Source: an optimization exercise on an open RTL-to-GDS flow (aim: small area, a short achievable clock period and few clock cycles per item). Production flows keep margins and buffers that such runs may drop.
In this exercise RTL edits were held to simulation tests only and were not proved equivalent to the original.

P:
// calendar_date_difference
module calendar_date_difference (
  input  logic                           clk_i,
  input  logic                           rst_ni,
  input  logic                           in_valid_i,
  output logic                           in_ready_o,
  input  logic [cdd_pkg::YEAR_W-1:0]     first_year_i,
  input  logic [cdd_pkg::MONTH_W-1:0]    first_month_i,
  input  logic [cdd_pkg::DAY_W-1:0]      first_day_i,
  input  logic [cdd_pkg::YEAR_W-1:0]     second_year_i,
  input  logic [cdd_pkg::MONTH_W-1:0]    second_month_i,
  input  logic [cdd_pkg::DAY_W-1:0]      second_day_i,
  output logic                           out_valid_o,
  input  logic                           out_ready_i,
  output logic [cdd_pkg::DIFF_W-1:0]     day_difference_o
);
  logic        adv1, adv2;
  logic [11:0] dt_d, dt_q;
  logic [8:0]  ua_d, ua_q, ub_d, ub_q;
  logic [1:0]  ra_d, ra_q, rb_d, rb_q;
  logic [6:0]  ca_d, ca_q, cb_d, cb_q;
  logic        la_d, la_q, ga_d, ga_q, lb_d, lb_q, gb_d, gb_q;
  logic [43:0] cs_d, cs_q;
  logic        sg_d, sg_q;
  cdd_pipe_ctrl u_ctrl (
    .clk_i       (clk_i),
    .rst_ni      (rst_ni),
    .in_valid_i  (in_valid_i),
    .in_ready_o  (in_ready_o),
    .out_valid_o (out_valid_o),
    .out_ready_i (out_ready_i),
    .adv1_o      (adv1),
    .adv2_o      (adv2)
  );
  cdd_stage1 u_s1 (
    .a_year_i  (first_year_i),
    .a_month_i (first_month_i),
    .a_day_i   (first_day_i),
    .b_year_i  (second_year_i),
    .b_month_i (second_month_i),
    .b_day_i   (second_day_i),
    .dt_o      (dt_d),
    .ua_o      (ua_d),
    .ub_o      (ub_d),
    .ra_o      (ra_d),
  ...
For scale: roughly 1100 cells after synthesis, roughly 98 flip-flops, about 74 I/O pins, ~11000 um^2 of cells after synthesis.
Settings: LEC_CHECK=0, CAP_MARGIN=20, CORE_MARGIN=2, CORE_UTILIZATION=40, CTS_BUF_LIST=sky130_fd_sc_hd__clkbuf_8, SETUP_SLACK_MARGIN=3.1, SLEW_MARGIN=20; clock period 7.0 ns.
standard.sh (not shown) runs the stock make flow with config.mk's settings and CLKGATE_MAP_FILE= SYNTH_SCRIPT=/design/flow/synth_recipe.tcl, a recipe that flattens the netlist after the stock synthesis.
==> flow/flow/run.sh <==
#!/bin/bash
# Layout flow: the standard flow (standard.sh) with two changes:
# - the buffers that buffer_ports puts on every input and output port are
#   sky130_fd_sc_hd__buf_1 instead of the cell OpenROAD picks by default;
# - Yosys's synth skips its quick internal ABC pass (SYNTH_ARGS=-noabc), so
#   the full adders written in the RTL reach extract_fa as written; the
#   technology mapping ABC pass after it runs as usual.
set -euo pipefail
export BUFFER_PORTS_ARGS="-buffer_cell sky130_fd_sc_hd__buf_1"
export SYNTH_ARGS="-noabc"
bash standard.sh finish > standard_flow.log 2>&1
Testbench counts of P, summed over its fixed seeds: cycles 24,016, items 24,000.
What Q does differently from P at the input level:
Settings: SETUP_SLACK_MARGIN changed from 3.1 to 2.8.
[summary]
Share of the cycle needed by the critical path after routing, Q and P: smaller value in P. Between P and Q, the flow reports finished layout cell area decreasing by a few percent. Compared with P, Q shows last weighted congestion value of the routability-driven placer that has gone up by a few percent. Delta (Q minus P): share of the synthesized netlist area taken by xor and xnor gates roughly the same, first-pass GRT wire length went down 4.3%, worst setup slack has decreased. Compared to P, Q has post-route met1 wirelength 3.7% lower. More vias were needed by P than by Q.
Setup changes, Q to R
Settings: a change of SETUP_SLACK_MARGIN from 2.8 to 2.7.
Results
- Per the comparison of R with Q, final design instance area without fill down about 2%; core utilization down 0.87 points; via count of the first global-routing pass down 1.5%.
- The synthesized cell count was comparable across R and Q.
- R -> Q: wire length reported by the detailed router flat
- Compared with Q, R shows a count of clock-buffer cells in the layout that is 1 higher.
Inputs modified between R and S:
Settings: a change of SETUP_SLACK_MARGIN from 2.7 to 2.9.
--- outcome ---
- S completed every stage of the flow, and the final layout passed the timing, DRC and antenna checks.
- Relative to R, fraction of final layout cells sized beyond drive strength 1 has increased by 6.8 points in S.
- The maximum frequency of S exceeds that of R by 5.7 MHz.
- Against R, summed area of non-filler cells in the final layout in S came out worse.
- Number of buffer and inverter instances along the worst setup path, R and S, lower one = S.
Changes in T relative to S:
Settings: swapping 2.9 for 2.6 in SETUP_SLACK_MARGIN; clearing CTS_BUF_LIST, which used to be sky130_fd_sc_hd__clkbuf_8.
--- outcome ---
Higher global routing usage on met2 goes to S over T. Final-stage net count was lower in T than in S. Launching element of the worst setup path = gb_q: S; launching element of the worst setup path = first_year_i[5]: T. Multi-input combinational cell area in T is about 5% lower than in S. Hold slack deteriorates in T relative to S.

calendar_date_difference, a different RTL version from the one above (not shown whole).
Size in the first run: ~1200 cells after synthesis, roughly 98 flip-flops, ~74 I/O pins.
Design calendar_date_difference, start of the top module:
module calendar_date_difference (
  input  logic                           clk_i,
  input  logic                           rst_ni,
  input  logic                           in_valid_i,
  output logic                           in_ready_o,
  input  logic [cdd_pkg::YEAR_W-1:0]     first_year_i,
  input  logic [cdd_pkg::MONTH_W-1:0]    first_month_i,
  input  logic [cdd_pkg::DAY_W-1:0]      first_day_i,
  input  logic [cdd_pkg::YEAR_W-1:0]     second_year_i,
  input  logic [cdd_pkg::MONTH_W-1:0]    second_month_i,
  input  logic [cdd_pkg::DAY_W-1:0]      second_day_i,
  output logic                           out_valid_o,
  input  logic                           out_ready_i,
  output logic [cdd_pkg::DIFF_W-1:0]     day_difference_o
);
  logic        adv1, adv2;
  logic [11:0] dt_d, dt_q;
  logic [8:0]  ua_d, ua_q, ub_d, ub_q;
  logic [1:0]  ra_d, ra_q, rb_d, rb_q;
  logic [6:0]  ca_d, ca_q, cb_d, cb_q;
  logic        la_d, la_q, ga_d, ga_q, lb_d, lb_q, gb_d, gb_q;
  logic [43:0] cs_d, cs_q;
  cdd_pipe_ctrl u_ctrl (
    .clk_i       (clk_i),
    .rst_ni      (rst_ni),
    .in_valid_i  (in_valid_i),
    .in_ready_o  (in_ready_o),
    .out_valid_o (out_valid_o),
    .out_ready_i (out_ready_i),
    .adv1_o      (adv1),
    .adv2_o      (adv2)
  );
  cdd_stage1 u_s1 (
    .a_year_i  (first_year_i),
    .a_month_i (first_month_i),
    .a_day_i   (first_day_i),
    .b_year_i  (second_year_i),
    .b_month_i (second_month_i),
    .b_day_i   (second_day_i),
    .dt_o      (dt_d),
    .ua_o      (ua_d),
    .ub_o      (ub_d),
    .ra_o      (ra_d),
    .rb_o      (rb_d),
    .ca_o      (ca_d),
    .cb_o      (cb_d),
    .la_o      (la_d),
    .ga_o      (ga_d),
    .lb_o      (lb_d),
    .gb_o      (gb_d)
  );
  ...
==> flow/config.mk <==
export PLATFORM = sky130hd
export DESIGN_NAME = calendar_date_difference
export DESIGN_NICKNAME = calendar_date_difference
export VERILOG_FILES = /design/flow/design.v
export SDC_FILE = /design/flow/constraint.sdc
export NUM_CORES = 4
export LEC_CHECK = 0
export CAP_MARGIN = 20
export CORE_MARGIN = 2
export CORE_UTILIZATION = 40
export SETUP_SLACK_MARGIN = 3.7
export SLEW_MARGIN = 20
==> flow/constraint.sdc <==
create_clock -name core_clock -period 7.0 [get_ports {clk_i}]
set_input_delay 1.4000 -clock core_clock [delete_from_list [all_inputs] [get_ports {clk_i}]]
set_output_delay 1.4000 -clock core_clock [all_outputs]
set_load 0.01 [all_outputs]
==> flow/flow/run.sh <==
#!/bin/bash
# Layout flow: the standard flow (standard.sh), with one change: the
# buffers that buffer_ports puts on every input and output port are
# sky130_fd_sc_hd__buf_2 instead of the cell OpenROAD picks by default.
set -euo pipefail
export BUFFER_PORTS_ARGS="-buffer_cell sky130_fd_sc_hd__buf_2"
bash standard.sh finish > standard_flow.log 2>&1
Testbench counts at the start, summed over its fixed seeds: cycles 24,016, items 24,000.
Then changed:
==> flow/flow/run.sh (replaced) <==
#!/bin/bash
# Layout flow: the standard flow (standard.sh) with two changes:
# - the buffers that buffer_ports puts on every input and output port are
#   sky130_fd_sc_hd__buf_2 instead of the cell OpenROAD picks by default;
# - Yosys's synth skips its quick internal ABC pass (SYNTH_ARGS=-noabc), so
#   the full adders written in the RTL reach extract_fa as written; the
#   technology mapping ABC pass after it runs as usual.
set -euo pipefail
export BUFFER_PORTS_ARGS="-buffer_cell sky130_fd_sc_hd__buf_2"
export SYNTH_ARGS="-noabc"
bash standard.sh finish > standard_flow.log 2>&1
Settings changed: SETUP_SLACK_MARGIN 3.7 to 2.6.
Synthesized area is lower by a few percent.
Setup slack degrades by 0.17 ns.
Synthesized cell count drops by a few percent.
Global-route usage falls by 2.5 points.
Clock skew hardly moves.
Non-clock buffer count fell by 105.
Routed wire length went down by about a fifth.
Then changed:
==> flow/flow/run.sh (replaced) <==
#!/bin/bash
# Layout flow: the standard flow (standard.sh), with one change: the
# buffers that buffer_ports puts on every input and output port are
# sky130_fd_sc_hd__buf_2 instead of the cell OpenROAD picks by default.
set -euo pipefail
export BUFFER_PORTS_ARGS="-buffer_cell sky130_fd_sc_hd__buf_2"
bash standard.sh finish > standard_flow.log 2>&1
Settings changed: SETUP_SLACK_MARGIN 2.6 to 2.2.
Effect:
- synthesized cell count went up by 5.0%
- register-to-register slack is worse by 0.14 ns
- final area decreases by 4.2%
- clock skew is about the same
- global-route usage rises by 0.83 points
- wire length is higher by 6.1%
- die area came out higher by 3.3%
- maximum frequency drops by 5.6%
Then changed:
Settings changed: SETUP_SLACK_MARGIN 2.2 to 2.6.
=> Synthesized cell count does not change; worst setup slack improves by 0.34 ns; fmax is higher by 7.9%.
Then changed:
Settings changed: SETUP_SLACK_MARGIN 2.6 to 3.2.
=> Routed wire length is higher by 11%. Final area is higher by 16%. Setup slack gets better by 0.077 ns. Hold slack gets better by 0.011 ns. Register-to-register slack gets better by 0.12 ns. Area after synthesis is unchanged. Non-clock buffer count is higher by 102.

[afterwards: timing with drivers on the ports]
In the flow no input, the clock included, has a driving cell. The finished layouts below were timed again as built, in two steps. Step 1 assumes that a clkbuf_16 drives the clock port and a buf_2 every other input. Step 2 times the ports against the registers' clock, not the clock port: input delays grow and output delays shrink by t, the midpoint of the rising clock arrivals with the driver on. Slacks: ideal / step 1 / step 2; pairs: ideal / step 1.
run | t, ns | setup slack, ns | worst hold slack (ns) | clock arrival spread, ns | worst slew at a driven data input, ns
P | 0.404 | 2.864 / 2.864 / 2.550 | 0.476 / 0.476 / 0.476 | 0.013 / 0.013 | 0.06
Q | 0.411 | 2.801 / 2.801 / 2.547 | 0.487 / 0.487 / 0.487 | 0.009 / 0.010 | 0.04
R | 0.423 | 2.783 / 2.783 / 2.407 | 0.487 / 0.487 / 0.487 | 0.015 / 0.015 | 0.04
S | 0.406 | 2.883 / 2.883 / 2.544 | 0.482 / 0.482 / 0.482 | 0.016 / 0.016 | 0.06
T | 0.382 | 2.705 / 2.722 / 2.340 | 0.473 / 0.473 / 0.473 | 0.009 / 0.009 | 0.03
the first run of note 2 | 0.390 | 2.816 / 2.773 / 2.451 | 0.468 / 0.468 / 0.468 | 0.011 / 0.011 | 0.05
the second run of note 2 | 0.386 | 2.649 / 2.644 / 2.259 | 0.466 / 0.466 / 0.466 | 0.012 / 0.011 | 0.06
the third run of note 2 | 0.390 | 2.389 / 2.380 / 2.020 | 0.471 / 0.471 / 0.471 | 0.011 / 0.011 | 0.03
the fourth run of note 2 | 0.393 | 2.728 / 2.701 / 2.360 | 0.465 / 0.465 / 0.465 | 0.011 / 0.011 | 0.03
the fifth run of note 2 | 0.393 | 2.805 / 2.761 / 2.426 | 0.476 / 0.476 / 0.476 | 0.018 / 0.018 | 0.06
After both steps every run listed still meets setup and hold. For the second run of note 2, which loses most, drivers alone change the setup slack by -0.005 ns; drivers and shift together by -0.390 ns.
